From an optimization exercise on the open Yosys and OpenROAD flow, aimed at small area and a short achievable clock period; shortcuts taken in it are not production practice.
Where RTL was checked, it was by simulation tests only, not by an equivalence proof against the original.
For run 5, only the layout was checked, not whether the RTL still works.
The clock port is modelled as an ideal driver; clocking choices that lean on that would not hold on a real chip.
No activity file was given, so power comes from the tool's default toggle rates.

==> design/flow/design.v <==
package spi_mem_pkg;
    typedef enum logic [2:0] {
        ADDR,
        CMD,
        WRITE,
        READ,
        DONE
    } state_t;
    localparam logic [7:0] CMD_READ = 8'h00;
    localparam logic [7:0] IDLE_TX  = 8'h00;
endpackage
module spi_bit_engine #(
    parameter int unsigned CPOL      = 0,
    parameter int unsigned CPHA      = 0,
    parameter int unsigned MSB_FIRST = 0
) (
    input  logic       clk,
    input  logic       rst_n,
    input  logic       cs_n,
    input  logic       sck,
    input  logic       mosi,
    input  logic       tx_load,
    input  logic [7:0] tx_byte,
    output logic       miso,
    output logic       active,
    output logic       byte_done,
    output logic       frame_end,
    output logic       frame_err,
    output logic [7:0] rx_byte,
    output logic [7:0] rx_data,
    output logic       last_bit,
    output logic       rx_next_zero
);
    localparam bit POL = (CPOL != 0);
    localparam bit PHA = (CPHA != 0);
    localparam bit MSB = (MSB_FIRST != 0);
    logic [1:0] cs_s, sck_s, mosi_s;
    logic       sck_d;
    logic [7:0] rx_sr, tx_reg, rx_next;
    logic [2:0] bitcnt;
    logic       sck_rise, sck_fall, lead, trail;
    logic       sample_ev, shift_ev, cs_fall, cs_rise, tx_bit;
    logic       cs_d;
    assign rx_data = rx_sr;
    always_comb begin
        sck_rise  = sck_s[1] & ~sck_d;
        sck_fall  = ~sck_s[1] & sck_d;
        lead      = POL ? sck_fall : sck_rise;
        trail     = POL ? sck_rise : sck_fall;
        sample_ev = ~cs_d & (PHA ? trail : lead);
        shift_ev  = ~cs_d & (PHA ? lead : trail);
        cs_fall   = cs_d & ~cs_s[1];
        cs_rise   = ~cs_d & cs_s[1];
        rx_next   = MSB ? {rx_sr[6:0], mosi_s[1]} : {mosi_s[1], rx_sr[7:1]};
        last_bit  = sample_ev && (bitcnt == 3'd7);
        rx_next_zero = (rx_next == 8'd0);
        tx_bit    = MSB ? tx_reg[3'd7 - bitcnt] : tx_reg[bitcnt];
    end
    always_ff @(posedge clk) begin
        mosi_s  <= {mosi_s[0], mosi};
        rx_byte <= rx_next;
        if (sample_ev)
            rx_sr <= rx_next;
    end
    always_ff @(posedge clk or negedge rst_n) begin
        if (!rst_n) begin
            cs_s      <= '1;
            sck_s     <= {2{POL}};
            sck_d     <= POL;
            active    <= 1'b0;
            cs_d      <= 1'b1;
            bitcnt    <= '0;
            tx_reg    <= '0;
            miso      <= 1'b0;
            byte_done <= 1'b0;
            frame_end <= 1'b0;
            frame_err <= 1'b0;
        end else begin
            cs_s      <= {cs_s[0], cs_n};
            sck_s     <= {sck_s[0], sck};
            sck_d     <= sck_s[1];
            active    <= ~cs_s[1];
            cs_d      <= cs_s[1];
            byte_done <= last_bit;
            frame_end <= cs_rise;
            frame_err <= cs_rise && (bitcnt != 3'd0) && !last_bit;
            if (sample_ev)
                bitcnt <= bitcnt + 3'd1;
            if (cs_rise)
                bitcnt <= '0;
            if (tx_load)
                tx_reg <= tx_byte;
            if (shift_ev || (cs_fall && !PHA))
                miso <= tx_bit;
        end
    end
endmodule
module spi_mem_slave #(
    parameter int unsigned CPOL       = 0,
    parameter int unsigned CPHA       = 0,
    parameter int unsigned MSB_FIRST  = 0,
    parameter int unsigned ADDR_BYTES = 2,
    parameter int unsigned MEM_AW     = 8
) (
    input  logic       CLK,
    input  logic       nRESET,
    input  logic       nCS,
    input  logic       SCK,
    input  logic       MOSI,
    output logic       MISO,
    output logic       MISO_OE,
    output logic       busy,
    output logic       rx_valid,
    output logic [7:0] rx_byte,
    output logic       frame_err
);
    logic       s_addr, s_cmd, s_wr, s_rd, a2;
    logic       e_addr, e_cmd, e_dat, e_inc;
    logic [7:0] tgt, tgt_n;     
    logic       byte_done, frame_end, active, tx_load, last_bit, rx_next_zero, rx_zero;
    logic [7:0] tx_byte, rx_data;
    spi_bit_engine #(
        .CPOL      (CPOL),
        .CPHA      (CPHA),
        .MSB_FIRST (MSB_FIRST)
    ) u_engine (
        .clk          (CLK),
        .rst_n        (nRESET),
        .cs_n         (nCS),
        .sck          (SCK),
        .mosi         (MOSI),
        .tx_load      (tx_load),
        .tx_byte      (tx_byte),
        .miso         (MISO),
        .active       (active),
        .byte_done    (byte_done),
        .frame_end    (frame_end),
        .frame_err    (frame_err),
        .rx_byte      (rx_byte),
        .rx_data      (rx_data),
        .last_bit     (last_bit),
        .rx_next_zero (rx_next_zero)
    );
    assign busy     = active;
    assign MISO_OE  = active;
    assign rx_valid = byte_done;
    always_ff @(posedge CLK or negedge nRESET) begin
        if (!nRESET) begin
            e_addr <= 1'b0;
            e_cmd  <= 1'b0;
            e_dat  <= 1'b0;
            e_inc  <= 1'b0;
        end else begin
            e_addr <= last_bit && (frame_end || s_addr);
            e_cmd  <= last_bit && !frame_end && s_cmd;
            e_dat  <= last_bit && !frame_end && (s_rd || s_wr);
            e_inc  <= last_bit && !frame_end && ((s_cmd && rx_next_zero) || s_rd || s_wr);
        end
    end
    always_ff @(posedge CLK)
        rx_zero <= rx_next_zero;
    logic sel_ld;
    assign sel_ld = e_addr && !a2;
    always_comb begin
        tgt_n = tgt;
        if (sel_ld)
            tgt_n = rx_data;
        if (e_inc)
            tgt_n = tgt + 8'd1;
    end
    always_ff @(posedge CLK or negedge nRESET) begin
        if (!nRESET) begin
            s_addr  <= 1'b1;
            s_cmd   <= 1'b0;
            s_wr    <= 1'b0;
            s_rd    <= 1'b0;
            a2      <= 1'b0;
            tx_load <= 1'b0;
        end else begin
            tx_load <= byte_done | frame_end;
            if (e_addr) begin
                a2 <= !a2;
                if (a2) begin
                    s_addr <= 1'b0;
                    s_cmd  <= 1'b1;
                end
            end
            if (e_cmd) begin
                s_cmd <= 1'b0;
                s_rd  <= rx_zero;
                s_wr  <= !rx_zero;
            end
            if (frame_end) begin
                s_addr <= 1'b1;
                s_cmd  <= 1'b0;
                s_wr   <= 1'b0;
                s_rd   <= 1'b0;
                a2     <= 1'b0;
            end
        end
    end
    logic [3:0]   hp;           
    logic         wv;           
    logic [7:0]   wd;
    logic [3:0]   wrow;         
    logic [3:0]   wlo;          
    logic         wissue;
    logic         wfire;        
    logic [15:0]  wsel;         
    logic         fire_new, fire_old, wfire_n;
    logic         rm;           
    logic [7:0]   pf;
    logic [127:0] heads;
    assign wissue   = e_dat && s_wr;
    assign fire_new = (tgt[3:0] + 4'd2) == hp;
    assign fire_old = wv && !wfire && ((wlo + 4'd2) == hp);
    assign wfire_n  = wissue ? fire_new : fire_old;
    always_ff @(posedge CLK) begin
        hp    <= hp - 4'd1;
        wfire <= wfire_n;
        for (int r = 0; r < 16; r++)
            wsel[r] <= wissue ? (fire_new && tgt[7:4] == 4'(r)) : (fire_old && wrow == 4'(r));
        if (wissue) begin
            wv   <= 1'b1;
            wd   <= rx_data;
            wrow <= tgt[7:4];
            wlo  <= tgt[3:0];
        end else if (wfire) begin
            wv   <= 1'b0;
        end
        tgt  <= tgt_n;
        rm   <= sel_ld ? ((rx_data[3:0] + 4'd1) == hp)
              : e_inc  ? ((tgt[3:0] + 4'd2) == hp)
              :          ((tgt[3:0] + 4'd1) == hp);
        if (rm)
            pf <= heads[{tgt[7:4], 3'd0} +: 8];
    end
    for (genvar r = 0; r < 16; r++) begin : g_row
        logic [127:0] q;        
        always_ff @(posedge CLK)
            q <= {q[119:0], wsel[r] ? wd : q[127:120]};
        assign heads[8*r +: 8] = q[7:0];
    end
    always_comb begin
        tx_byte = spi_mem_pkg::IDLE_TX;
        if (s_rd)
            tx_byte = pf;
    end
endmodule
==> design/flow/run.sh <==
#!/bin/bash
# synth_recipe.tcl (not shown) runs the flow's synth.tcl, then flattens the netlist and writes it again
# the make line also repeats each setting of config.mk as NAME=value (left out here)
make -C /OpenROAD-flow-scripts/flow DESIGN_CONFIG=/design/flow/config.mk WORK_HOME=/design/flow/orfs CLKGATE_MAP_FILE= SYNTH_SCRIPT=/design/flow/synth_recipe.tcl finish
==> design/flow/config.mk <==
export PLATFORM = sky130hd
export DESIGN_NAME = spi_mem_slave
export DESIGN_NICKNAME = spi_mem_slave
export VERILOG_FILES = /design/flow/design.v
export SDC_FILE = /design/flow/constraint.sdc
export NUM_CORES = 4
export LEC_CHECK = 0
export ABC_CLOCK_PERIOD_IN_PS = 1800
export CAP_MARGIN = 20
export CORE_MARGIN = 2
export CORE_UTILIZATION = 55
export CTS_BUF_LIST = sky130_fd_sc_hd__clkbuf_16
export CTS_CLUSTER_DIAMETER = 100
export CTS_CLUSTER_SIZE = 30
export PLACE_DENSITY = 0.7
export SETUP_SLACK_MARGIN = 2.05
export SLEW_MARGIN = 20
==> design/flow/constraint.sdc <==
create_clock -name core_clock -period 4.0 [get_ports {CLK}]
set_input_delay 0.8000 -clock core_clock [delete_from_list [all_inputs] [get_ports {CLK}]]
set_output_delay 0.8000 -clock core_clock [all_outputs]
set_load 0.01 [all_outputs]
==> results.toml, run 1 <==
[finish]
multi_input_area_mm2 = 0.00364
fillCellCount = 6040
final_nets = 2661
final_layout_size_suffix_gt1_share_pct = 12.2
mostFrequentLayoutCells = "2080 x dfxtp_1, 129 x mux2_2, 81 x clkbuf_16, 40 x edfxtp_1, 34 x mux4_2"
fin_cells = 3811
top_register = "g_row.q"
synthToLayoutAreaGrowth_pct = 8.19
largest_reg_flops = 2048
reg_top3 = "g_row.q: 2048 flops, wsel: 16 flops"
ff_latch_area_mm2 = 0.0437
final_area_mm2 = 0.0513
layout_commonest_cell = "dfxtp_1"

[sta]
fin_crit_ns = 2.01
skew_ns = 0.0259
setup_viol = 0
final.setup.tns_ns = 0
clock.fmax_mhz = 498
max_slew.worst_pin.slew_ns = 0.899
slew_headroom_pct = 40.1
rsz0062_at_grt = "true"
holdWs_ns = 0.316
maxSlewViolCount = 0
finalCritPeriodShare_pct = 50.2
finalHoldViolCount = 0

[clocking]
cts_tree = "yes"
htreeDepth = 3
max-clock-path-buffers = 3
numClockSinks = 2154
clkTransAtPathRegs_ns = 0.11
clock_latency_ns = 0.67
root_buffer = "clkbuf_16"
cts_made_buffers = 81

[synthesis]
syn_nets = 2580
yosys.cell_types.count = 43
syn_area_per_cell_um2 = 18.5
synth_area_mm2 = 0.0475
synthFlopType = "dfxtp_1"
synthCells = 2567
synth_edf_count = 40
synth-seq-area-share_pct = 92.1
synth_seq_cells = 2154
ys_warn_count = 2
async_flop_share_pct = 1.49

[route]
drt_first_pass_iters = 5
drt-initial-drc-count = 1017
viasPerCell = 4.44
drc = 0
ant_nets = 0
wl_per_cell_um = 17.2
wirelength_mm = 65.6
vias = 16900

[hold_path]
hold_depth = 0
min_delay_worst_endpoint = "g_row[3].q[84]"
hold_class = "reg2reg"
worstHoldStart = "g_row[3].q[76]"

[placement]
placed_cells = 3690
portBuffers = 17
dpl_cell_area_mm2 = 0.0489
hpwl_mm = 40.3
routabilityCongestion = 0.832

[global_routing]
grt_overflow_total = 0
grt_pass1_vias = 16900
grt_max_degree = 33
gr-usage-all-layers_pct = 14.8
grt_pass1_wl_mm = 99.7
antenna_found_initial = 9

[die]
start_util_pct = 55.6
boundaryPins = 18
die-height_um = 298
die_area_mm2 = 0.0886
design.core.area_mm2 = 0.0853
fp-row-count = 107
die_x_um = 298

[critical_path]
r2r_cells = 5
required_ns = 3.20
r2r_setup_slack_ns = 2.04
crit_path_max_incr_delay_ns = 0.42
worst-path-stages = 1
critPathArrivalTime_ns = 1.21
path_delay_family = "flip-flops"
crit_chain = "buf_6"
critPathMaxFanout = 2
path_buf_inv = 1
path_class = "reg2out"
r2r_start = "tgt[2]"
critPathCaptureType = "output port"
cp-start-kind = "flip-flop"
crit_path_top_delay_cell = "dfrtp_1"
critPathLaunch = "u_engine.byte_done"
r2r-end = "wsel[10]"

[flow_run]
max_cap_violations = 0

[pwr]
cellPowerDensity_mw_per_mm2 = 604
ir_worst_vdd_mv = 0.461
p_leak_nw = 20.3

[status]
outcome = "no timing/DRC/antenna violations"
## how the worst max path moves through the flow
stage	to	slack (ns)
floorplan	pf[1]	2.16
global placement	pf[6]	1.65
detailed placement	pf[6]	1.64
CTS	rx_valid	1.94
global route	rx_valid	1.92
finish	rx_valid	1.99
## final cells by class
cell class	instances	share of cell area (%)
clock inverter	18	0.180
inverter	17	0.124
multi-input combinational	350	7.09
timing repair buffer	44	0.746
sequential	2154	85.1
clock buffer	81	3.95
antenna	3	0.0146
tap	1144	2.79
## repair_timing
action | in CTS | in global routing
hold buffers | 0 | 0
setup buffers | 12 | 7
setup endpoints to repair | 33 | 31
gates resized for setup | 60 | 23
pin swaps | 3 | 6
## report_power, final
part	total [W]	switching, W	internal (W)
registers	0.0215	0.0000121	0.0215
clock network	0.00946	0.00576	0.00371
logic	0.0000343	0.0000196	0.0000147
total	0.0310	0.00579	0.0252
## kinds of logic after synthesis
group | Yosys count | share of synthesized area (%)
flops | 2154 | 92.1
buf+inv | 63 | 0.585
simple gates | 91 | 1.02
xor+xnor | 28 | 0.548
fa+ha+maj | 8 | 0.211
compound gates | 56 | 0.807
mux | 167 | 4.76
## synth_stat cells, types with 4 or more instances
master    instances  share of area [%]
nand3_1          17               0.18
clkbuf_1         33               0.26
o21ai_0          10               0.11
dfxtp_1        2082                 88
xnor2_1          14               0.26
dfstp_2           4               0.22
nand2b_1         11               0.15
nand2_1          19               0.15
inv_1            17               0.13
a22oi_1          17               0.27
o32ai_1          12               0.22
mux2_2          129                3.1
mux4_2           34                1.6
mux2i_1           4              0.084
nor2_1           21               0.17
edfxtp_1         40                2.5
or2_2             4              0.053
ha_1              8               0.21
xor2_1           13               0.24
a21oi_1           9              0.095
o22ai_1           4              0.053
dfrtp_1          28                1.5
buf_2             5              0.053
## per-stage QoR
stage / power [W] / utilization [%] / setup WS [ns]
5_1_grt: 0.0320 / 60.2 / 1.92
4_1_cts: 0.0313 / 59.9 / 1.94
2_1_floorplan: 0.0220 / - / 2.16
3_5_place_dp: 0.0220 / 57.4 / 1.64
6_report: 0.0310 / 60.2 / 1.99
3_3_place_gp: 0.0220 / 57.4 / 1.65
## metal layers
layer / part of all wire (%) / vias to the layer above / GRT usage, %
li1: - / 8307 / -
met1: 51 / 8240 / 22.1
met2: 43 / 256 / 22.1
met3: 3.9 / 110 / 2.81
met4: 2.7 / 0 / 4.33
met5: 0 / - / 0
==> run 2, diff against run 1 <==
--- a/design/flow/config.mk
+++ b/design/flow/config.mk
@@ -11,7 +11,7 @@
 export CORE_UTILIZATION = 55
 export CTS_BUF_LIST = sky130_fd_sc_hd__clkbuf_16
 export CTS_CLUSTER_DIAMETER = 100
-export CTS_CLUSTER_SIZE = 30
+export CTS_CLUSTER_SIZE = 32
 export PLACE_DENSITY = 0.7
-export SETUP_SLACK_MARGIN = 2.05
+export SETUP_SLACK_MARGIN = 2.2
 export SLEW_MARGIN = 20
==> run 2 against run 1 <==
Critical path depth is the same; largest cell class unchanged; area after synthesis unchanged; synthesized cell count did not move; critical path type unchanged; count of clock-buffer cells in the layout is 2 lower; sequential share of layout area decreased by 0.58 points; sequential power is essentially flat; sequential cell count is the same.
==> results.toml, run 2 <==
[critical_path]
crit_path_top_delay_cell = "dfrtp_1"
crit_path_max_incr_delay_ns = 0.43
crit_chain = "buf_2"
path_delay_family = "flip-flops"
critPathMaxFanout = 2
path_buf_inv = 1
critPathCaptureType = "output port"
path_class = "reg2out"
required_ns = 3.20
cp-start-kind = "flip-flop"
critPathArrivalTime_ns = 1.26

[sta]
finalHoldViolCount = 0
final.setup.tns_ns = 0
setup_viol = 0
clock.fmax_mhz = 485
max_slew.worst_pin.slew_ns = 0.989
fin_crit_ns = 2.06
skew_ns = 0.0258
rsz0062_at_grt = "true"
maxSlewViolCount = 0
finalCritPeriodShare_pct = 51.5
slew_headroom_pct = 34.1

[finish]
mostFrequentLayoutCells = "2078 x dfxtp_1, 129 x mux2_2, 81 x clkbuf_16, 40 x edfxtp_1, 34 x mux4_2"
largest_reg_flops = 2048
final_layout_size_suffix_gt1_share_pct = 13.1
fillCellCount = 5960
reg_top3 = "g_row.q: 2048 flops, wsel: 16 flops"
final_nets = 2656
fin_cells = 3807
fin_util_pct = 60.6
layout_commonest_cell = "dfxtp_1"
synthToLayoutAreaGrowth_pct = 8.94
top_register = "g_row.q"

[pwr]
power_w = 0.0311
cellPowerDensity_mw_per_mm2 = 601
p_int_w = 0.0252
ir_worst_vdd_mv = 0.454
pwr-share-clk_pct = 30.6
comb_power_share_pct = 0.1
power_frac_seq_pct = 69.2
p_switching_w = 0.00590
switching_share_pct = 19.0
p_leak_nw = 20.3

[global_routing]
grt_pass1_vias = 16900
grt_overflow_total = 0
gr-usage-all-layers_pct = 14.7
antenna_found_initial = 3
grt_pass1_wl_mm = 99.5
grt_max_degree = 40

[hold_path]
hold_class = "reg2reg"

[route]
ant_nets = 0
vias = 16700
wl_per_cell_um = 17.2
wirelength_mm = 65.6
drc = 0
drt-initial-drc-count = 893
drt_first_pass_iters = 4
viasPerCell = 4.40

[synthesis]
yosys.cell_types.count = 43
async_flop_share_pct = 1.49
yosysMostFrequentCell = "dfxtp_1"
synthCells = 2567
synth-seq-area-share_pct = 92.1
ys_top_cells_by_count = "2082 x dfxtp_1, 129 x mux2_2, 40 x edfxtp_1"
ys_warn_count = 2
synth_edf_count = 40
synth_area_mm2 = 0.0475
syn_nets = 2580
synthTopCellsByArea = "dfxtp_1 88%, mux2_2 3.1%, edfxtp_1 2.5%, mux4_2 1.6%, dfrtp_1 1.5%"
synth_top_cell_area_share_pct = 87.8
yosys.area.top_type = "dfxtp_1"
synth_seq_cells = 2154
synthFlopType = "dfxtp_1"
syn_area_per_cell_um2 = 18.5

[die]
start_util_pct = 55.6
die_area_mm2 = 0.0886
design.core.area_mm2 = 0.0853
die_x_um = 298
fp-row-count = 107
boundaryPins = 18
die-height_um = 298

[clocking]
cts_tree = "yes"
clock_latency_ns = 0.68
clkTransAtPathRegs_ns = 0.11
max-clock-path-buffers = 3
cts_made_buffers = 77
numClockSinks = 2154
root_buffer = "clkbuf_16"
htreeDepth = 3

[status]
outcome = "no timing/DRC/antenna violations"

[flow_run]
max_cap_violations = 0

[placement]
routabilityCongestion = 0.748
hpwl_mm = 38.9
portBuffers = 17
placed_cells = 3685
run 2: what timing repair did:
item	CTS	global route
buffers inserted	15	1
resized for setup	113	23
setup endpoints to repair	47	40
pin swaps	28	13
hold buffers	0	0
gates cloned	5	2
run 2: worst paths after layout:
kind                               startpoint                to  slack [ns]  cells after the start
min in group asynchronous              nRESET             e_cmd        0.53                      2
max reg2reg                            tgt[4]             pf[5]        2.10                      6
min                           g_row[14].q[92]  g_row[14].q[100]        0.32                      0
min reg2reg                   g_row[14].q[92]  g_row[14].q[100]        0.32                      0
max in group asynchronous              nRESET  u_engine.cs_s[0]        3.13                      2
max                        u_engine.byte_done          rx_valid        1.94                      1
run 2: metrics by stage:
stage | area (µm²) | hold slack (ns) | setup WS (ns)
final | 51700 | 0.316 | 1.94
after global routing | 51700 | 0.321 | 1.88
after CTS | 51500 | 0.311 | 1.90
after detailed placement | 48900 | 0.312 | 1.72
after global placement | 48900 | 0.310 | 1.80
after floorplan | 47500 | 0.310 | 2.21
run 2: per-layer routing:
layer	global-route usage, %	routed length [µm]	up-vias	part of all wire [%]
li1	-	-	8302	-
met1	22.0	33400	8107	51
met2	21.9	27900	212	43
met3	2.42	2310	112	3.5
met4	5.36	1950	0	3.0
met5	0	0	-	0
run 2: power groups by stage:
| stage | combinational, W | sequential (W) | clock [W] |
|---|---|---|---|
| after floorplan | 0.0000165 | 0.0220 | 0 |
| after global placement | 0.0000357 | 0.0220 | 0 |
| after detailed placement | 0.0000396 | 0.0220 | 0 |
| after CTS | 0.0000397 | 0.0215 | 0.00976 |
| after global routing | 0.0000434 | 0.0215 | 0.0105 |
| final | 0.0000389 | 0.0215 | 0.00952 |
run 2: final cells by class:
class | instances | area, µm² | share of cell area [%]
Clock buffer | 79 | 1980 | 3.82
Clock inverter | 19 | 165 | 0.319
Sequential cell | 2154 | 43700 | 84.5
Antenna cell | 1 | 2.50 | 0.00484
Timing Repair Buffer | 42 | 484 | 0.937
Inverter | 17 | 63.8 | 0.123
Multi-Input combinational cell | 351 | 3880 | 7.50
Tap cell | 1144 | 1430 | 2.77
run 2: kinds of logic after synthesis:
logic type | synth area share (%)
compound gates | 0.807
mux | 4.76
buf+inv | 0.585
flops | 92.1
xor+xnor | 0.548
fa+ha+maj | 0.211
simple gates | 1.02
==> run 3, diff against run 2 <==
--- a/design/flow/config.mk
+++ b/design/flow/config.mk
@@ -13,5 +13,5 @@
 export CTS_CLUSTER_DIAMETER = 100
 export CTS_CLUSTER_SIZE = 32
 export PLACE_DENSITY = 0.7
-export SETUP_SLACK_MARGIN = 2.2
+export SETUP_SLACK_MARGIN = 2.1
 export SLEW_MARGIN = 20
==> run 3 against run 2 <==
Critical endpoint unchanged; clock power shrank 2%; synthesized cell count unchanged; count of clock-buffer cells in the layout shrank 2; hold slack lost 0.0029 ns; clock skew is 0.0046 ns higher; sequential share of layout area up 0.61 points; die area unchanged; sequential cell count unchanged; via count rose by 0.90%; wire length about the same; global-route usage is 0.11 points higher.
==> results.toml, run 3 <==
[status]
outcome = "no timing/DRC/antenna violations"

[critical_path]
path_delay_family = "flip-flops"
crit_path_max_incr_delay_ns = 0.42
r2r_start = "tgt[1]"
path_class = "reg2out"
path_buf_inv = 1
critPathMaxFanout = 2
crit_chain = "buf_6"
r2r-end = "rm"
crit_path_top_delay_cell = "dfrtp_1"
critPathLaunch = "u_engine.byte_done"
worst-path-stages = 1
r2r_cells = 7
critPathCaptureType = "output port"
required_ns = 3.20
critPathArrivalTime_ns = 1.22
r2r_setup_slack_ns = 2.07
cp-start-kind = "flip-flop"

[sta]
finalHoldViolCount = 0
finalCritPeriodShare_pct = 50.5
rsz0062_at_grt = "true"
max_slew.worst_pin.slew_ns = 0.929
slew_headroom_pct = 38.0
fin_crit_ns = 2.02
clock.fmax_mhz = 495
skew_ns = 0.0305
setup_viol = 0
final.setup.tns_ns = 0
timing.final.ws_setup_ns = 1.98
maxSlewViolCount = 0

[die]
die-height_um = 298
design.core.area_mm2 = 0.0853
boundaryPins = 18
fp-row-count = 107
start_util_pct = 55.6
die_x_um = 298
die_area_mm2 = 0.0886

[placement]
hpwl_mm = 40.3
preCtsSetupSlack_ns = 1.64
portBuffers = 17
routabilityCongestion = 0.832
dpl_cell_area_mm2 = 0.0489

[pwr]
cellPowerDensity_mw_per_mm2 = 602
p_leak_nw = 20.2
ir_worst_vdd_mv = 0.416

[global_routing]
grt_max_degree = 34
grt_pass1_wl_mm = 99.8
antenna_found_initial = 10
grt_overflow_total = 0
grt_pass1_vias = 16900
gr-usage-all-layers_pct = 14.9

[clocking]
root_buffer = "clkbuf_16"
cts_made_buffers = 77
max-clock-path-buffers = 3
numClockSinks = 2154
cts.hold.buffers_added = 0
clkTransAtPathRegs_ns = 0.12
clock_latency_ns = 0.67
cts_tree = "yes"
htreeDepth = 3

[route]
viasPerCell = 4.44
drc = 0
vias = 16900
wirelength_mm = 65.6
drt-initial-drc-count = 939
wl_per_cell_um = 17.2
drt_first_pass_iters = 5
ant_nets = 0

[finish]
fin_util_pct = 60.2
final_layout_size_suffix_gt1_share_pct = 12.4
final_area_mm2 = 0.0513
layout_commonest_cell = "dfxtp_1"
mostFrequentLayoutCells = "2079 x dfxtp_1, 129 x mux2_2, 77 x clkbuf_16, 40 x edfxtp_1, 34 x mux4_2"
synthToLayoutAreaGrowth_pct = 8.16
largest_reg_flops = 2048
reg_top3 = "g_row.q: 2048 flops, wsel: 16 flops"
fillCellCount = 6049
final_nets = 2659
top_register = "g_row.q"

[synthesis]
yosysMostFrequentCell = "dfxtp_1"
synth-adder-area-share_pct = 0.211
ys_warn_count = 2
synth_top_cell_area_share_pct = 87.8
synth_seq_cells = 2154
synthCells = 2567
syn_nets = 2580
synth_compound_area_share_pct = 0.807
synth_area_mm2 = 0.0475
syn_area_per_cell_um2 = 18.5
muxShareOfSynthArea_pct = 4.76
synth_edf_count = 40
synthXorXnorAreaFrac_pct = 0.548
synthTopCellsByArea = "dfxtp_1 88%, mux2_2 3.1%, edfxtp_1 2.5%, mux4_2 1.6%, dfrtp_1 1.5%"
synth_simple_gate_area_share_pct = 1.02
yosys.area.top_type = "dfxtp_1"
async_flop_share_pct = 1.49
yosys.cell_types.count = 43
synth_top_family_by_area = "multiplexers"
synth-seq-area-share_pct = 92.1
synthFlopType = "dfxtp_1"
ys_top_cells_by_count = "2082 x dfxtp_1, 129 x mux2_2, 40 x edfxtp_1"

[hold_path]
hold_depth = 0
hold_class = "reg2reg"
worstHoldStart = "g_row[0].q[60]"
min_delay_worst_endpoint = "g_row[0].q[68]"

[flow_run]
max_cap_violations = 0
[run 3: changes by cell type in the layout (fill, tap and decap cells not counted), sizes merged]
| cell | change |
|---|---|
| buf | +6 |
| clkbuf | -4 |
| inv | -2 |
| and2 | -1 |
[run 3: worst max-delay path by stage]
stage                     to
finish              rx_valid
floorplan              pf[1]
CTS                 rx_valid
detailed placement     pf[6]
global route        rx_valid
global placement       pf[6]
[run 3: kinds of logic (layout without fill, tap and decap cells)]
family,after synthesis,in the layout
AO/OA/AOI/OAI,56,56
buffers and inverters,63,157
other,0,1
AND/OR/NAND/NOR,91,91
flip-flops,2154,2154
adder cells (fa/ha/maj),8,8
multiplexers,167,167
XOR/XNOR,28,28
[run 3: layout make-up]
| type | instances | area, µm² | share of cell area [%] |
|---|---|---|---|
| clock inverters | 17 | 119 | 0.232 |
| repair buffers | 46 | 385 | 0.751 |
| flip-flops and latches | 2154 | 43700 | 85.1 |
| well taps | 1144 | 1430 | 2.79 |
| clock buffers | 77 | 1930 | 3.75 |
| multi-input cells | 350 | 3700 | 7.22 |
| inverters | 17 | 63.8 | 0.124 |
| diodes | 1 | 2.50 | 0.00488 |
[run 3: timing repair]
| action | 4_1_cts | 5_1_grt |
|---|---|---|
| setup endpoints to repair | 40 | 31 |
| resized for setup | 67 | 24 |
| buffers inserted | 15 | 6 |
| endpoints found under the hold margin | 0 | 0 |
| pin swaps | 3 | 7 |
[run 3: power by group]
part | switching (W) | internal [W] | total (W)
combinational | 0.0000198 | 0.0000147 | 0.0000345
clock | 0.00580 | 0.00356 | 0.00935
sequential | 0.0000123 | 0.0215 | 0.0215
total | 0.00583 | 0.0251 | 0.0309
[run 3: routing by layer]
layer | vias to the layer above | track usage [%] | routed length (µm)
li1 | 8321 | - | -
met1 | 8236 | 22.2 | 33600
met2 | 221 | 22.2 | 28000
met3 | 105 | 2.79 | 2290
met4 | 0 | 4.28 | 1660
met5 | - | 0 | 0
[run 3: stage by stage]
| stage | hold WS, ns | total power (W) | std cells |
|---|---|---|---|
| 2_1_floorplan | 0.310 | 0.0220 | 2567 |
| 3_3_place_gp | 0.309 | 0.0220 | 3690 |
| 3_5_place_dp | 0.312 | 0.0220 | 3690 |
| 4_1_cts | 0.315 | 0.0311 | 3799 |
| 5_1_grt | 0.322 | 0.0319 | 3805 |
| 6_report | 0.313 | 0.0309 | 3806 |
==> run 4, diff against run 3 <==
--- a/design/flow/config.mk
+++ b/design/flow/config.mk
@@ -11,7 +11,7 @@
 export CORE_UTILIZATION = 55
 export CTS_BUF_LIST = sky130_fd_sc_hd__clkbuf_16
 export CTS_CLUSTER_DIAMETER = 100
-export CTS_CLUSTER_SIZE = 32
+export CTS_CLUSTER_SIZE = 30
 export PLACE_DENSITY = 0.7
 export SETUP_SLACK_MARGIN = 2.1
 export SLEW_MARGIN = 20
==> run 4 against run 3 <==
Sequential cell count unchanged; fmax increased by 0.84%; critical path depth unchanged; hold slack improved by 0.0030 ns; power increased by 0.38%; largest power group unchanged.
==> results.toml, run 4 <==
[status]
outcome = "no timing/DRC/antenna violations"

[synthesis]
yosys.area.top_type = "dfxtp_1"
synthFlopType = "dfxtp_1"
synthCells = 2567
synth_area_mm2 = 0.0475
synth_seq_cells = 2154
yosysMostFrequentCell = "dfxtp_1"
syn_nets = 2580
syn_area_per_cell_um2 = 18.5
yosys.cell_types.count = 43
async_flop_share_pct = 1.49
synth_edf_count = 40
synth_top_cell_area_share_pct = 87.8
synth-seq-area-share_pct = 92.1
ys_warn_count = 2
ys_top_cells_by_count = "2082 x dfxtp_1, 129 x mux2_2, 40 x edfxtp_1"
synthTopCellsByArea = "dfxtp_1 88%, mux2_2 3.1%, edfxtp_1 2.5%, mux4_2 1.6%, dfrtp_1 1.5%"

[clocking]
numClockSinks = 2154
cts.hold.buffers_added = 0
root_buffer = "clkbuf_16"
max-clock-path-buffers = 3
cts_made_buffers = 81
clock_latency_ns = 0.66
htreeDepth = 3
cts_tree = "yes"
clkTransAtPathRegs_ns = 0.10

[finish]
final_nets = 2660
final_area_mm2 = 0.0513
mostFrequentLayoutCells = "2079 x dfxtp_1, 129 x mux2_2, 81 x clkbuf_16, 40 x edfxtp_1, 34 x mux4_2"
layout_commonest_cell = "dfxtp_1"
synthToLayoutAreaGrowth_pct = 8.15
final_layout_size_suffix_gt1_share_pct = 12.2
top_register = "g_row.q"
largest_reg_flops = 2048
reg_top3 = "g_row.q: 2048 flops, wsel: 16 flops"

[critical_path]
r2r_cells = 6
path_delay_family = "flip-flops"
critPathArrivalTime_ns = 1.20
r2r_start = "wlo[1]"
crit_path_top_delay_cell = "dfrtp_1"
required_ns = 3.20
cp-start-kind = "flip-flop"
path_buf_inv = 1
critPathMaxFanout = 2
path_class = "reg2out"
crit_chain = "buf_6"
critPathCaptureType = "output port"
crit_path_max_incr_delay_ns = 0.42
r2r-end = "wsel[10]"
r2r_setup_slack_ns = 2.07

[placement]
routabilityCongestion = 0.832
portBuffers = 17
hpwl_mm = 40.3
dpl_cell_area_mm2 = 0.0489

[sta]
maxSlewViolCount = 0
slew_headroom_pct = 39.8
finalCritPeriodShare_pct = 50.0
clock.fmax_mhz = 500
finalHoldViolCount = 0
max_slew.worst_pin.slew_ns = 0.903
skew_ns = 0.0253
final.setup.tns_ns = 0
setup_viol = 0
fin_crit_ns = 2.00
rsz0062_at_grt = "true"

[pwr]
power_frac_seq_pct = 69.3
p_int_w = 0.0252
switching_share_pct = 18.7
pwr-share-clk_pct = 30.5
cellPowerDensity_mw_per_mm2 = 605
ir_worst_vdd_mv = 0.461
comb_power_share_pct = 0.1
p_leak_nw = 20.3
p_switching_w = 0.00580

[route]
wirelength_mm = 65.6
drc = 0
viasPerCell = 4.44
drt-initial-drc-count = 951
vias = 16900
drt_first_pass_iters = 4
ant_nets = 0
wl_per_cell_um = 17.2

[die]
die-height_um = 298
die_x_um = 298
boundaryPins = 18
design.core.area_mm2 = 0.0853
die_area_mm2 = 0.0886
fp-row-count = 107
start_util_pct = 55.6

[global_routing]
grt_max_degree = 33
grt_pass1_vias = 16900
grt_pass1_wl_mm = 99.7
antenna_found_initial = 9
grt_overflow_total = 0
gr-usage-all-layers_pct = 14.8

[hold_path]
hold_class = "reg2reg"
hold_depth = 0
min_delay_worst_endpoint = "g_row[3].q[84]"
worstHoldStart = "g_row[3].q[76]"

[flow_run]
max_cap_violations = 0
run 4: timing repair:
action                     CTS  global route
gates cloned                 0             0
resized for setup           62            22
pin swaps                    3             3
buffers inserted            13             5
setup endpoints to repair   40            32
run 4: metrics by stage:
stage	total power [W]	instances	hold slack [ns]	util (%)	setup slack, ns
finish	0.0310	3808	0.316	60.2	2.00
floorplan	0.0220	2567	0.310	-	2.16
detailed placement	0.0220	3690	0.312	57.4	1.64
CTS	0.0313	3802	0.314	60.0	1.94
global placement	0.0220	3690	0.309	57.4	1.65
global route	0.0320	3807	0.325	60.2	1.92
run 4: layout make-up:
type | count | area (µm²)
fillers | 6046 | 34000
clock buffers | 81 | 2030
well taps | 1144 | 1430
flip-flops and latches | 2154 | 43700
multi-input cells | 350 | 3630
inverters | 17 | 63.8
clock inverters | 18 | 92.6
diodes | 1 | 2.50
repair buffers | 43 | 379
run 4: power by group through the flow:
stage          registers (W)  clock network [W]  logic [W]
6_report              0.0215            0.00948  0.0000345
5_1_grt               0.0215             0.0105  0.0000382
4_1_cts               0.0215            0.00972  0.0000356
3_5_place_dp          0.0220                  0  0.0000375
3_3_place_gp          0.0220                  0  0.0000362
2_1_floorplan         0.0220                  0  0.0000165
run 4: worst max-delay path by stage:
stage | to | depth (start not counted) | slack [ns] | start
final | rx_valid | 1 | 2.00 | u_engine.byte_done
after detailed placement | pf[6] | 4 | 1.64 | tgt[4]
after global routing | rx_valid | 1 | 1.92 | u_engine.byte_done
after CTS | rx_valid | 1 | 1.94 | u_engine.byte_done
after floorplan | pf[1] | 5 | 2.16 | tgt[4]
after global placement | pf[6] | 4 | 1.65 | tgt[4]
run 4: logic make-up (layout without fill, tap and decap cells):
group           Yosys count  after routing  share of synthesized area (%)
simple gates             91             91                           1.02
compound gates           56             56                          0.807
other cells               0              1                              0
buf+inv                  63            159                          0.585
fa+ha+maj                 8              8                          0.211
xor+xnor                 28             28                          0.548
mux                     167            167                           4.76
flops                  2154           2154                           92.1
run 4: per-layer routing:
layer,global-route usage (%),vias to the layer above,share of wire [%]
li1,-,8301,-
met1,22.1,8248,51
met2,22.1,258,42
met3,2.81,115,3.9
met4,4.33,0,2.7
met5,0,-,0
run 4: worst reg2reg max path: stages, from the launching register on:
cell	delay [ns]
edfxtp_1	0.42
ha_1	0.32
xor2_1	0.16
nor4_2	0.28
nand3_2	0.14
buf_12	0.18
o32ai_2	0.33
==> run 5, diff against run 4 <==
--- a/design/flow/design.v
+++ b/design/flow/design.v
@@ -177,7 +177,7 @@
             a2      <= 1'b0;
             tx_load <= 1'b0;
         end else begin
-            tx_load <= byte_done | frame_end;
+            tx_load <= e_addr | e_cmd | e_dat | frame_end;
             if (e_addr) begin
                 a2 <= !a2;
                 if (a2) begin
@@ -202,29 +202,27 @@
     logic [3:0]   hp;           
     logic         wv;           
     logic [7:0]   wd;
-    logic [3:0]   wrow;         
-    logic [3:0]   wlo;          
     logic         wissue;
     logic         wfire;        
     logic [15:0]  wsel;         
     logic         fire_new, fire_old, wfire_n;
+    logic [3:0]   wrow_old;
     logic         rm;           
     logic [7:0]   pf;
     logic [127:0] heads;
     assign wissue   = e_dat && s_wr;
+    assign wrow_old = tgt[7:4] - {3'd0, tgt[3:0] == 4'd0};
     assign fire_new = (tgt[3:0] + 4'd2) == hp;
-    assign fire_old = wv && !wfire && ((wlo + 4'd2) == hp);
+    assign fire_old = wv && !wfire && ((tgt[3:0] + 4'd1) == hp);
     assign wfire_n  = wissue ? fire_new : fire_old;
     always_ff @(posedge CLK) begin
         hp    <= hp - 4'd1;
         wfire <= wfire_n;
         for (int r = 0; r < 16; r++)
-            wsel[r] <= wissue ? (fire_new && tgt[7:4] == 4'(r)) : (fire_old && wrow == 4'(r));
+            wsel[r] <= wissue ? (fire_new && tgt[7:4] == 4'(r)) : (fire_old && wrow_old == 4'(r));
         if (wissue) begin
             wv   <= 1'b1;
             wd   <= rx_data;
-            wrow <= tgt[7:4];
-            wlo  <= tgt[3:0];
         end else if (wfire) begin
             wv   <= 1'b0;
         end
==> run 5 against run 4 <==
Register-to-register slack worse by 0.20 ns; setup slack got worse by 0.13 ns; sequential power is essentially flat; die area fell by 0.31%; count of clock-buffer cells in the layout is the same; utilization up 0.31 points; final area increased by 0.36%; global-route usage barely moved; fmax is 6.0% lower; synthesized cell count is 0.12% higher; wire length decreased by 0.39%; critical path type is now reg2reg.
==> results.toml, run 5 <==
[status]
outcome = "no timing/DRC/antenna violations"

[critical_path]
r2r_cells = 8
critPathMaxFanout = 5
path_delay_family = "simple AND/OR/NAND/NOR gates"
path_buf_inv = 2
cp-start-kind = "flip-flop"
crit_path_top_delay_cell = "edfxtp_1"
r2r-end = "wsel[10]"
critPathLaunch = "tgt[4]"
path_class = "reg2reg"
worst-path-stages = 8
critPathArrivalTime_ns = 2.73
crit_path_max_incr_delay_ns = 0.45
r2r_start = "tgt[4]"
crit_chain = "buf_6, inv_1, ha_2, ha_4, nand2b_4, nor4_4, nand3_2, o22ai_1"
crit_end = "wsel[10]"
r2r_setup_slack_ns = 1.87
critPathCaptureType = "flip-flop"
required_ns = 4.60

[clocking]
cts_tree = "yes"
clkTransAtPathRegs_ns = 0.12
root_buffer = "clkbuf_16"
numClockSinks = 2146
cts_made_buffers = 81
max-clock-path-buffers = 3
htreeDepth = 3
cts.hold.buffers_added = 0
clock_latency_ns = 0.69

[sta]
setup_viol = 0
rsz0062_at_grt = "true"
final.setup.tns_ns = 0
skew_ns = 0.0374
finalCritPeriodShare_pct = 53.2
fin_crit_ns = 2.13
timing.final.ws_setup_ns = 1.87
slew_headroom_pct = 31.1
maxSlewViolCount = 0
max_slew.worst_pin.slew_ns = 1.03
clock.fmax_mhz = 470
finalHoldViolCount = 0

[global_routing]
antenna_found_initial = 5
grt_overflow_total = 0
gr-usage-all-layers_pct = 14.8
grt_pass1_wl_mm = 100
grt_pass1_vias = 17200
grt_max_degree = 33

[placement]
preCtsSetupSlack_ns = 1.55
hpwl_mm = 38.9
placed_cells = 3687
dpl_cell_area_mm2 = 0.0488
portBuffers = 17
routabilityCongestion = 0.865

[finish]
top_register = "g_row.q"
synthToLayoutAreaGrowth_pct = 8.89
fin_cells = 3814
largest_reg_flops = 2048
final_nets = 2666
fillCellCount = 6022
fin_util_pct = 60.5
mostFrequentLayoutCells = "2080 x dfxtp_1, 130 x mux2_2, 81 x clkbuf_16, 34 x mux4_2, 32 x edfxtp_1"
reg_top3 = "g_row.q: 2048 flops, wsel: 16 flops"
final_area_mm2 = 0.0515
layout_commonest_cell = "dfxtp_1"
final_layout_size_suffix_gt1_share_pct = 13.3

[synthesis]
synth-seq-area-share_pct = 91.9
yosys.cell_types.count = 50
synth_seq_cells = 2146
synthFlopType = "dfxtp_1"
synthTopCellsByArea = "dfxtp_1 88%, mux2_2 3.1%, edfxtp_1 2.0%, dfrtp_1 1.5%, mux4_2 1.3%"
yosys.area.top_type = "dfxtp_1"
synth_top_cell_area_share_pct = 88.1
ys_warn_count = 2
syn_area_per_cell_um2 = 18.4
synthCells = 2570
yosysMostFrequentCell = "dfxtp_1"
ys_top_cells_by_count = "2082 x dfxtp_1, 130 x mux2_2, 35 x clkbuf_1"
synth_area_mm2 = 0.0473
async_flop_share_pct = 1.49
synth_edf_count = 32
syn_nets = 2585

[route]
viasPerCell = 4.46
drt_first_pass_iters = 5
vias = 17000
wl_per_cell_um = 17.1
drt-initial-drc-count = 1060
wirelength_mm = 65.3
drc = 0
ant_nets = 0

[hold_path]
hold_class = "reg2reg"

[die]
design.core.area_mm2 = 0.0851
boundaryPins = 18
fp-row-count = 107
die-height_um = 297
start_util_pct = 55.6
die_area_mm2 = 0.0884
die_x_um = 297

[pwr]
p_leak_nw = 20.4
cellPowerDensity_mw_per_mm2 = 605
ir_worst_vdd_mv = 0.441

[flow_run]
max_cap_violations = 0
run 5: cell type report:
cell class              instances  area [µm²]  area share [%]
flip-flops and latches       2146       43400            84.4
clock inverters                19         203           0.394
repair buffers                 46         407           0.790
well taps                    1144        1430            2.78
multi-input cells             355        3900            7.58
clock buffers                  81        2030            3.94
diodes                          2        5.00         0.00972
inverters                      21        78.8           0.153
run 5: how the worst min path moves through the flow:
stage	end	start	slack [ns]	depth (start not counted)
floorplan	g_row[0].q[100]	g_row[0].q[92]	0.31	0
global placement	g_row[9].q[53]	g_row[9].q[45]	0.31	0
detailed placement	g_row[14].q[109]	g_row[14].q[101]	0.31	0
CTS	g_row[2].q[113]	g_row[2].q[105]	0.32	0
global route	g_row[2].q[18]	g_row[2].q[10]	0.32	0
finish	g_row[13].q[83]	g_row[13].q[75]	0.32	0
run 5: per-layer routing:
layer,routed length [µm],vias up,track usage [%]
li1,-,8343,-
met1,32500,8261,21.4
met2,28800,272,23.0
met3,2080,126,2.46
met4,1860,0,4.92
met5,0,-,0
run 5: cells by family (layout without fill, tap and decap cells):
group	Yosys count	in the layout	synth area share (%)
mux	167	167	4.83
simple gates	91	91	0.981
xor+xnor	22	22	0.468
flops	2146	2146	91.9
fa+ha+maj	10	10	0.265
compound gates	65	65	0.981
buf+inv	69	167	0.622
other cells	0	2	0
run 5: metrics by stage:
step	power, W	hold slack, ns
6_report	0.0311	0.322
5_1_grt	0.0322	0.325
4_1_cts	0.0314	0.315
3_5_place_dp	0.0219	0.312
3_3_place_gp	0.0219	0.309
2_1_floorplan	0.0219	0.310
run 5: worst register-to-register path: cells and delay by family, from the launching register on:
kind	cells	cell delay, ns
AO/OA/AOI/OAI	1	0.24
adder cells (fa/ha/maj)	2	0.47
buffers and inverters	2	0.37
flip-flops	1	0.45
AND/OR/NAND/NOR	3	0.52
run 5: power by group:
part / leakage [nW] / internal, W / switching, W
clock network: 1.13 / 0.00382 / 0.00586
logic: 1.74 / 0.0000123 / 0.0000186
registers: 17.5 / 0.0214 / 0.00000970
run 5: repair_timing:
item,4_1_cts,5_1_grt
pin swaps,11,15
buffers inserted,17,6
gates resized for setup,95,38
cloned,2,0
endpoints found under the setup margin,39,38
==> run 6, diff against run 5 <==
--- a/design/flow/design.v
+++ b/design/flow/design.v
@@ -177,7 +177,7 @@
             a2      <= 1'b0;
             tx_load <= 1'b0;
         end else begin
-            tx_load <= e_addr | e_cmd | e_dat | frame_end;
+            tx_load <= byte_done | frame_end;
             if (e_addr) begin
                 a2 <= !a2;
                 if (a2) begin
@@ -202,27 +202,29 @@
     logic [3:0]   hp;           
     logic         wv;           
     logic [7:0]   wd;
+    logic [3:0]   wrow;         
+    logic [3:0]   wlo;          
     logic         wissue;
     logic         wfire;        
     logic [15:0]  wsel;         
     logic         fire_new, fire_old, wfire_n;
-    logic [3:0]   wrow_old;
     logic         rm;           
     logic [7:0]   pf;
     logic [127:0] heads;
     assign wissue   = e_dat && s_wr;
-    assign wrow_old = tgt[7:4] - {3'd0, tgt[3:0] == 4'd0};
     assign fire_new = (tgt[3:0] + 4'd2) == hp;
-    assign fire_old = wv && !wfire && ((tgt[3:0] + 4'd1) == hp);
+    assign fire_old = wv && !wfire && ((wlo + 4'd2) == hp);
     assign wfire_n  = wissue ? fire_new : fire_old;
     always_ff @(posedge CLK) begin
         hp    <= hp - 4'd1;
         wfire <= wfire_n;
         for (int r = 0; r < 16; r++)
-            wsel[r] <= wissue ? (fire_new && tgt[7:4] == 4'(r)) : (fire_old && wrow_old == 4'(r));
+            wsel[r] <= wissue ? (fire_new && tgt[7:4] == 4'(r)) : (fire_old && wrow == 4'(r));
         if (wissue) begin
             wv   <= 1'b1;
             wd   <= rx_data;
+            wrow <= tgt[7:4];
+            wlo  <= tgt[3:0];
         end else if (wfire) begin
             wv   <= 1'b0;
         end
==> design/flow/flow/run.sh (new file) <==
#!/bin/bash
# Layout flow: the standard flow (standard.sh, all steps), with one change
# after clock tree synthesis: retree.tcl, run by ORFS's CTS step through its
# POST_CTS_TCL hook, rebuilds the top of the clock tree so the clock reaches
# every flip-flop through two buffers instead of three (see retree.tcl).
# The make/ORFS output goes to standard.log here; ORFS's per-step tool logs
# stay under orfs/logs/.
set -euo pipefail
cd "$(dirname "$0")/.."
export POST_CTS_TCL="$PWD/flow/retree.tcl"
bash standard.sh > standard.log 2>&1
==> design/flow/flow/retree.tcl (new file) <==
# Runs inside ORFS's CTS step (POST_CTS_TCL), after clock_tree_synthesis and
# its timing repair. TritonCTS builds root -> 8 branch buffers -> leaf buffers
# -> flip-flops. This keeps its leaf buffers and their clusters of flip-flops,
# removes the root and branch buffers (and any dummy loads on them), and drives
# the leaves from NROOT buffers fed straight from the clock port: the leaves are
# split into NROOT groups by position (k-means) and each group's buffer is
# placed at its centre. Every flip-flop still sees the same number of buffers
# (two), so the tree stays balanced; it is only one level shorter.
set nroot 4
set block [ord::get_db_block]
set db [ord::get_db]
set clknet [$block findNet CLK]

proc is_clk_cell {inst} {
  set m [[$inst getMaster] getName]
  return [expr {[string match *clkbuf* $m] || [string match *clkinv* $m]}]
}
proc out_net {inst} {
  foreach it [$inst getITerms] { if {[$it isOutputSignal]} { return [$it getNet] } }
  return "NULL"
}

# Clock cells: the leaves drive flip-flop clock pins; the rest is the upper tree.
set leaves {}
set upper {}
foreach inst [$block getInsts] {
  if {![is_clk_cell $inst]} continue
  set n [out_net $inst]
  set leaf 0
  if {$n != "NULL"} {
    foreach s [$n getITerms] {
      if {[$s getInst] != $inst && [[$s getMTerm] getName] == "CLK"} { set leaf 1 }
    }
  }
  if {$leaf} { lappend leaves $inst } else { lappend upper $inst }
}
# Every leaf must drive only flip-flop clock pins, and be driven by an upper
# buffer; otherwise leave the tree as CTS made it.
set ok [expr {[llength $leaves] > $nroot}]
foreach l $leaves {
  foreach s [[out_net $l] getITerms] {
    if {[$s getInst] != $l && [[$s getMTerm] getName] != "CLK"} { set ok 0 }
  }
}
puts "retree: [llength $leaves] leaf buffers, [llength $upper] upper clock cells, usable $ok"

if {$ok} {
  set pts {}
  foreach l $leaves {
    set b [$l getBBox]
    lappend pts [list [expr {([$b xMin] + [$b xMax]) / 2.0}] [expr {([$b yMin] + [$b yMax]) / 2.0}]]
  }
  set n [llength $pts]
  set cx 0.0; set cy 0.0
  foreach p $pts { set cx [expr {$cx + [lindex $p 0]}]; set cy [expr {$cy + [lindex $p 1]}] }
  set cx [expr {$cx / $n}]; set cy [expr {$cy / $n}]
  set centers {}
  for {set k 0} {$k < $nroot} {incr k} {
    set a [expr {2 * 3.14159265 * ($k + 0.5) / $nroot}]
    lappend centers [list [expr {$cx + 50000 * cos($a)}] [expr {$cy + 50000 * sin($a)}]]
  }
  for {set it 0} {$it < 50} {incr it} {
    set asg {}
    foreach p $pts {
      set best 0; set bd 1e30
      for {set k 0} {$k < $nroot} {incr k} {
        set c [lindex $centers $k]
        set d [expr {pow([lindex $p 0] - [lindex $c 0], 2) + pow([lindex $p 1] - [lindex $c 1], 2)}]
        if {$d < $bd} { set bd $d; set best $k }
      }
      lappend asg $best
    }
    set nc {}
    for {set k 0} {$k < $nroot} {incr k} {
      set sx 0.0; set sy 0.0; set m 0
      foreach p $pts a $asg {
        if {$a == $k} { set sx [expr {$sx + [lindex $p 0]}]; set sy [expr {$sy + [lindex $p 1]}]; incr m }
      }
      if {$m} { lappend nc [list [expr {$sx / $m}] [expr {$sy / $m}]] } else { lappend nc [lindex $centers $k] }
    }
    set centers $nc
  }

  # Remove the upper tree (its buffers and any dummy loads) and the nets it drove.
  set dead {}
  foreach u $upper {
    set nn [out_net $u]
    if {$nn != "NULL" && $nn != $clknet} { lappend dead $nn }
  }
  foreach l $leaves {
    foreach it [$l getITerms] { if {[[$it getMTerm] getName] eq "A"} { $it disconnect } }
  }
  foreach u $upper { odb::dbInst_destroy $u }
  foreach nn [lsort -unique $dead] { odb::dbNet_destroy $nn }

  # New roots on the clock port, one per group of leaves.
  set mbuf [$db findMaster sky130_fd_sc_hd__clkbuf_16]
  set rnets {}
  for {set k 0} {$k < $nroot} {incr k} {
    set rb [odb::dbInst_create $block $mbuf "clkroot_$k"]
    set c [lindex $centers $k]
    $rb setLocation [expr {int([lindex $c 0])}] [expr {int([lindex $c 1])}]
    $rb setPlacementStatus PLACED
    set rn [odb::dbNet_create $block "clknet_root_$k"]
    $rn setSigType CLOCK
    foreach it [$rb getITerms] {
      set mt [[$it getMTerm] getName]
      if {$mt eq "A"} { $it connect $clknet } elseif {$mt eq "X"} { $it connect $rn }
    }
    lappend rnets $rn
  }
  foreach l $leaves a $asg {
    foreach it [$l getITerms] { if {[[$it getMTerm] getName] eq "A"} { $it connect [lindex $rnets $a] } }
  }
  for {set k 0} {$k < $nroot} {incr k} {
    set m 0; foreach a $asg { if {$a == $k} { incr m } }
    puts "retree: root $k drives $m leaves"
  }

  detailed_placement
  estimate_parasitics -placement
  report_clock_latency
  repair_timing_helper
  detailed_placement
  check_placement -verbose
  estimate_parasitics -placement
  report_clock_latency
  report_worst_slack -max
  report_worst_slack -min
}
==> design/flow/standard.sh (new file) <==
#!/bin/bash
# synth_recipe.tcl (not shown) runs the flow's synth.tcl, then flattens the netlist and writes it again
# the make line also repeats each setting of config.mk as NAME=value (left out here)
make -C /OpenROAD-flow-scripts/flow DESIGN_CONFIG=/design/flow/config.mk WORK_HOME=/design/flow/orfs CLKGATE_MAP_FILE= SYNTH_SCRIPT=/design/flow/synth_recipe.tcl "${@:-finish}"
removed: design/flow/run.sh
==> run 6 against run 5 <==
Still clean; hold slack worse by 0.0060 ns; wire length up 0.39%; first-iteration DRC count down 10%; die area is 0.31% higher; via count shrank 0.47%; area after synthesis increased by 0.31%; global-route usage hardly changed; clock power down 2%; power fell by 0.35%; final cell count fell by 0.16%; final area shrank 0.36%; critical path type is now reg2out; critical endpoint is now rx_valid; largest cell class unchanged.
==> results.toml, run 6 <==
[synthesis]
synthTopCellsByArea = "dfxtp_1 88%, mux2_2 3.1%, edfxtp_1 2.5%, mux4_2 1.6%, dfrtp_1 1.5%"
muxShareOfSynthArea_pct = 4.76
syn_area_per_cell_um2 = 18.5
async_flop_share_pct = 1.49
syn_nets = 2580
ys_warn_count = 2
synthXorXnorAreaFrac_pct = 0.548
synth_simple_gate_area_share_pct = 1.02
synthFlopType = "dfxtp_1"
yosys.area.top_type = "dfxtp_1"
synth_top_family_by_area = "multiplexers"
synth-seq-area-share_pct = 92.1
synth_area_mm2 = 0.0475
yosysMostFrequentCell = "dfxtp_1"
synth_top_cell_area_share_pct = 87.8
synthCells = 2567
yosys.cell_types.count = 43
synth_seq_cells = 2154
synth_compound_area_share_pct = 0.807
synth_edf_count = 40
synth-adder-area-share_pct = 0.211
ys_top_cells_by_count = "2082 x dfxtp_1, 129 x mux2_2, 40 x edfxtp_1"

[critical_path]
crit_chain = "buf_6"
path_class = "reg2out"
critPathMaxFanout = 2
r2r_start = "wlo[1]"
required_ns = 3.20
path_buf_inv = 1
path_delay_family = "flip-flops"
crit_path_top_delay_cell = "dfrtp_1"
critPathCaptureType = "output port"
crit_path_max_incr_delay_ns = 0.42
critPathArrivalTime_ns = 1.20
cp-start-kind = "flip-flop"
critPathLaunch = "u_engine.byte_done"

[route]
drt_first_pass_iters = 4
wl_per_cell_um = 17.2
drc = 0
wirelength_mm = 65.6
viasPerCell = 4.44
drt-initial-drc-count = 951
ant_nets = 0
vias = 16900

[placement]
portBuffers = 17
placed_cells = 3690
dpl_cell_area_mm2 = 0.0489
routabilityCongestion = 0.832
hpwl_mm = 40.3

[finish]
synthToLayoutAreaGrowth_pct = 8.15
final_area_mm2 = 0.0513
top_register = "g_row.q"
layout_commonest_cell = "dfxtp_1"
ff_latch_area_mm2 = 0.0437
multi_input_area_mm2 = 0.00363
largest_reg_flops = 2048
reg_top3 = "g_row.q: 2048 flops, wsel: 16 flops"
fillCellCount = 6046
final_nets = 2660
final_layout_size_suffix_gt1_share_pct = 12.2
fin_cells = 3808
mostFrequentLayoutCells = "2079 x dfxtp_1, 129 x mux2_2, 81 x clkbuf_16, 40 x edfxtp_1, 34 x mux4_2"

[sta]
fin_crit_ns = 2.00
slew_headroom_pct = 39.8
finalCritPeriodShare_pct = 50.0
final.setup.tns_ns = 0
rsz0062_at_grt = "true"
setup_viol = 0
finalHoldViolCount = 0
clock.fmax_mhz = 500
skew_ns = 0.0253
max_slew.worst_pin.slew_ns = 0.903
maxSlewViolCount = 0

[die]
boundaryPins = 18
fp-row-count = 107
die_area_mm2 = 0.0886
start_util_pct = 55.6
die-height_um = 298
die_x_um = 298
design.core.area_mm2 = 0.0853

[flow_run]
max_cap_violations = 0

[global_routing]
grt_pass1_vias = 16900
grt_max_degree = 33
grt_overflow_total = 0
grt_pass1_wl_mm = 99.7
gr-usage-all-layers_pct = 14.8
antenna_found_initial = 9

[clocking]
clock_latency_ns = 0.66
cts_tree = "yes"
numClockSinks = 2154
clkTransAtPathRegs_ns = 0.10

[status]
outcome = "no timing/DRC/antenna violations"

[pwr]
p_leak_nw = 20.3
power_w = 0.0310
cellPowerDensity_mw_per_mm2 = 605
ir_worst_vdd_mv = 0.461

[hold_path]
worstHoldStart = "g_row[3].q[76]"
hold_class = "reg2reg"
run 6: changes by cell type in the layout (fill, tap and decap cells not counted), sizes merged, moves of 4 or more:
cell / delta
nand2: +6
o32ai: +10
o22ai: -8
edfxtp: +8
a22oi: +16
xor2: +6
a221o: -8
or2: +4
a22o: -8
run 6: cell type report, without the clock buffers:
cell class,count,area share (%)
flip-flops and latches,2154,85.1
multi-input cells,350,7.08
well taps,1144,2.79
diodes,1,0.00488
inverters,17,0.124
repair buffers,43,0.739
clock inverters,18,0.180
run 6: per-stage QoR:
stage | worst slack (ns) | util (%) | hold WS (ns)
global placement | 1.65 | 57.4 | 0.309
floorplan | 2.16 | - | 0.310
finish | 2.00 | 60.2 | 0.316
detailed placement | 1.64 | 57.4 | 0.312
global route | 1.92 | 60.2 | 0.325
run 6: worst paths after layout:
kind	slack [ns]	cells after the start	end
min in group asynchronous	0.53	2	u_engine.miso
hold reg to reg	0.32	0	g_row[3].q[84]
setup reg to reg	2.07	6	wsel[10]
hold / removal	0.32	0	g_row[3].q[84]
setup / recovery	2.00	1	rx_valid
max in group asynchronous	3.11	2	u_engine.cs_s[1]
run 6: cells by family (layout without fill, tap and decap cells):
logic type / count (synthesis) / in the layout
and+or+nand+nor: 91 / 91
AOI/OAI and AO/OA: 56 / 56
buffers and inverters: 63 / 159
xor gates and xnor gates: 28 / 28
DFF: 2154 / 2154
other: 0 / 1
adders and majority gates: 8 / 8
muxes: 167 / 167
run 6: routing by layer:
metal | global-route usage (%) | part of all wire [%]
met5 | 0 | 0
met4 | 4.33 | 2.7
met3 | 2.81 | 3.9
met2 | 22.1 | 42
met1 | 22.1 | 51
run 6: power breakdown:
part | switching [W] | leakage (nW) | internal (W)
registers | 0.0000122 | 17.6 | 0.0215
clock network | 0.00577 | 1.09 | 0.00371
logic | 0.0000197 | 1.62 | 0.0000147
==> run 7, diff against run 6 <==
--- a/design/flow/flow/retree.tcl
+++ b/design/flow/flow/retree.tcl
@@ -34,12 +34,16 @@
   }
   if {$leaf} { lappend leaves $inst } else { lappend upper $inst }
 }
-# Every leaf must drive only flip-flop clock pins, and be driven by an upper
-# buffer; otherwise leave the tree as CTS made it.
+# Every leaf must drive only flip-flop clock pins and dummy loads (clock cells
+# whose output is unconnected, which go with the upper tree); otherwise leave
+# the tree as CTS made it.
 set ok [expr {[llength $leaves] > $nroot}]
 foreach l $leaves {
   foreach s [[out_net $l] getITerms] {
-    if {[$s getInst] != $l && [[$s getMTerm] getName] != "CLK"} { set ok 0 }
+    set si [$s getInst]
+    if {$si == $l || [[$s getMTerm] getName] eq "CLK"} continue
+    if {[is_clk_cell $si] && [out_net $si] == "NULL"} continue
+    set ok 0
   }
 }
 puts "retree: [llength $leaves] leaf buffers, [llength $upper] upper clock cells, usable $ok"
==> run 7 against run 6 <==
Sequential cell count stayed put; register-to-register slack barely moved; sequential power about the same; clock skew is the same; via count unchanged; final cell count stayed put; critical path type unchanged; critical endpoint unchanged; largest cell class unchanged; highest routed layer unchanged.
==> results.toml, run 7 <==
[status]
outcome = "no timing/DRC/antenna violations"

[finish]
final_nets = 2660
reg_top3 = "g_row.q: 2048 flops, wsel: 16 flops"
fin_util_pct = 60.2
mostFrequentLayoutCells = "2079 x dfxtp_1, 129 x mux2_2, 81 x clkbuf_16, 40 x edfxtp_1, 34 x mux4_2"
largest_reg_flops = 2048
synthToLayoutAreaGrowth_pct = 8.15
top_register = "g_row.q"
final_layout_size_suffix_gt1_share_pct = 12.2
final_area_mm2 = 0.0513
layout_commonest_cell = "dfxtp_1"

[synthesis]
async_flop_share_pct = 1.49
yosysMostFrequentCell = "dfxtp_1"
synth-seq-area-share_pct = 92.1
yosys.cell_types.count = 43
synth_area_mm2 = 0.0475
syn_area_per_cell_um2 = 18.5
synth_edf_count = 40
synth_top_cell_area_share_pct = 87.8
synthFlopType = "dfxtp_1"
synthTopCellsByArea = "dfxtp_1 88%, mux2_2 3.1%, edfxtp_1 2.5%, mux4_2 1.6%, dfrtp_1 1.5%"
synth_seq_cells = 2154
ys_warn_count = 2
synthCells = 2567
yosys.area.top_type = "dfxtp_1"
syn_nets = 2580
ys_top_cells_by_count = "2082 x dfxtp_1, 129 x mux2_2, 40 x edfxtp_1"

[critical_path]
r2r-end = "wsel[10]"
critPathLaunch = "u_engine.byte_done"
path_buf_inv = 1
critPathCaptureType = "output port"
path_delay_family = "flip-flops"
r2r_start = "wlo[1]"
r2r_cells = 6
critPathArrivalTime_ns = 1.20
crit_chain = "buf_6"
crit_end = "rx_valid"
path_class = "reg2out"
critPathMaxFanout = 2
crit_path_top_delay_cell = "dfrtp_1"
r2r_setup_slack_ns = 2.07
crit_path_max_incr_delay_ns = 0.42
worst-path-stages = 1
required_ns = 3.20
cp-start-kind = "flip-flop"

[route]
wl_per_cell_um = 17.2
vias = 16900
drt-initial-drc-count = 951
drc = 0
drt_first_pass_iters = 4
viasPerCell = 4.44
wirelength_mm = 65.6
ant_nets = 0

[die]
die-height_um = 298
start_util_pct = 55.6
die_area_mm2 = 0.0886
die_x_um = 298
design.core.area_mm2 = 0.0853
fp-row-count = 107
boundaryPins = 18

[global_routing]
grt_max_degree = 33
grt_overflow_total = 0
gr-usage-all-layers_pct = 14.8
grt_pass1_vias = 16900
grt_pass1_wl_mm = 99.7
antenna_found_initial = 9

[flow_run]
max_cap_violations = 0

[placement]
dpl_cell_area_mm2 = 0.0489
hpwl_mm = 40.3
portBuffers = 17
routabilityCongestion = 0.832

[sta]
maxSlewViolCount = 0
setup_viol = 0
slew_headroom_pct = 39.8
rsz0062_at_grt = "true"
finalCritPeriodShare_pct = 50.0
finalHoldViolCount = 0
fin_crit_ns = 2.00
max_slew.worst_pin.slew_ns = 0.903
clock.fmax_mhz = 500
final.setup.tns_ns = 0
skew_ns = 0.0253

[pwr]
cellPowerDensity_mw_per_mm2 = 605
ir_worst_vdd_mv = 0.461
p_leak_nw = 20.3

[hold_path]
hold_class = "reg2reg"
worstHoldStart = "g_row[3].q[76]"
hold_depth = 0

[clocking]
clkTransAtPathRegs_ns = 0.10
numClockSinks = 2154
cts_tree = "yes"
clock_latency_ns = 0.66
run 7: metrics by stage:
stage / total power (W) / cells / setup slack, ns / hold WS (ns)
floorplan: 0.0220 / 2567 / 2.16 / 0.310
global placement: 0.0220 / 3690 / 1.65 / 0.309
detailed placement: 0.0220 / 3690 / 1.64 / 0.312
global route: 0.0320 / 3807 / 1.92 / 0.325
finish: 0.0310 / 3808 / 2.00 / 0.316
run 7: layout make-up, without the clock buffers:
class / instances / area (µm²)
Antenna cell: 1 / 2.50
Clock inverter: 18 / 92.6
Fill cell: 6046 / 34000
Inverter: 17 / 63.8
Multi-Input combinational cell: 350 / 3630
Sequential cell: 2154 / 43700
Tap cell: 1144 / 1430
Timing Repair Buffer: 43 / 379
run 7: cell families (layout without fill, tap and decap cells):
kind of cell    after synthesis  in the layout  synth area share [%]
flops                      2154           2154                  92.1
mux                         167            167                  4.76
simple gates                 91             91                  1.02
buf+inv                      63            159                 0.585
compound gates               56             56                 0.807
xor+xnor                     28             28                 0.548
fa+ha+maj                     8              8                 0.211
other cells                   0              1                     0
run 7: power breakdown:
part | switching (W) | leakage (nW) | internal (W)
combinational | 0.0000197 | 1.62 | 0.0000147
sequential | 0.0000122 | 17.6 | 0.0215
clock | 0.00577 | 1.09 | 0.00371
run 7: worst min path at each step:
stage,end
floorplan,g_row[0].q[100]
global placement,g_row[8].q[86]
detailed placement,g_row[11].q[124]
global route,g_row[4].q[72]
finish,g_row[3].q[84]
run 7: per-layer routing:
layer / vias up / wire length (µm) / global-route usage [%]
met5: - / 0 / 0
met4: 0 / 1790 / 4.33
met3: 115 / 2580 / 2.81
met2: 258 / 27800 / 22.1
met1: 8248 / 33400 / 22.1
li1: 8301 / - / -

-- port drivers added, routing unchanged --
In the flow no input, the clock included, has a driving cell. The finished layouts below were timed again as built, in two steps.
Step 1 (the two cells are an assumption about what drives the block):
set clk [get_ports {CLK}]
set_driving_cell -lib_cell sky130_fd_sc_hd__clkbuf_16 $clk
set_driving_cell -lib_cell sky130_fd_sc_hd__buf_2 [delete_from_list [all_inputs] $clk]
Step 2 moves the port delays by t, midway between the first and last clock arrival at a register: inputs arrive t later, outputs are due t later. That takes back most of the time a late clock gives input paths.
Three values: ideal ports, drivers, drivers and shift; two values: the first two.
run | t, ns | setup slack, ns | worst slew at a driven data input, ns | pins driven straight from the clock port
run 1 | 0.716 | 1.993 / 1.926 / 2.041 | 0.03 | 1
run 2 | 0.725 | 1.940 / 1.876 / 2.096 | 0.03 | 1
run 3 | 0.718 | 1.982 / 1.915 / 2.071 | 0.03 | 1
run 4 | 0.716 | 1.999 / 1.931 / 2.074 | 0.03 | 1
run 5 | 0.730 | 1.871 / 1.871 / 1.871 | 0.03 | 1
run 6 | 0.716 | 1.999 / 1.931 / 2.074 | 0.03 | 1
run 7 | 0.716 | 1.999 / 1.931 / 2.074 | 0.03 | 1
After both steps every run listed still meets setup and hold.
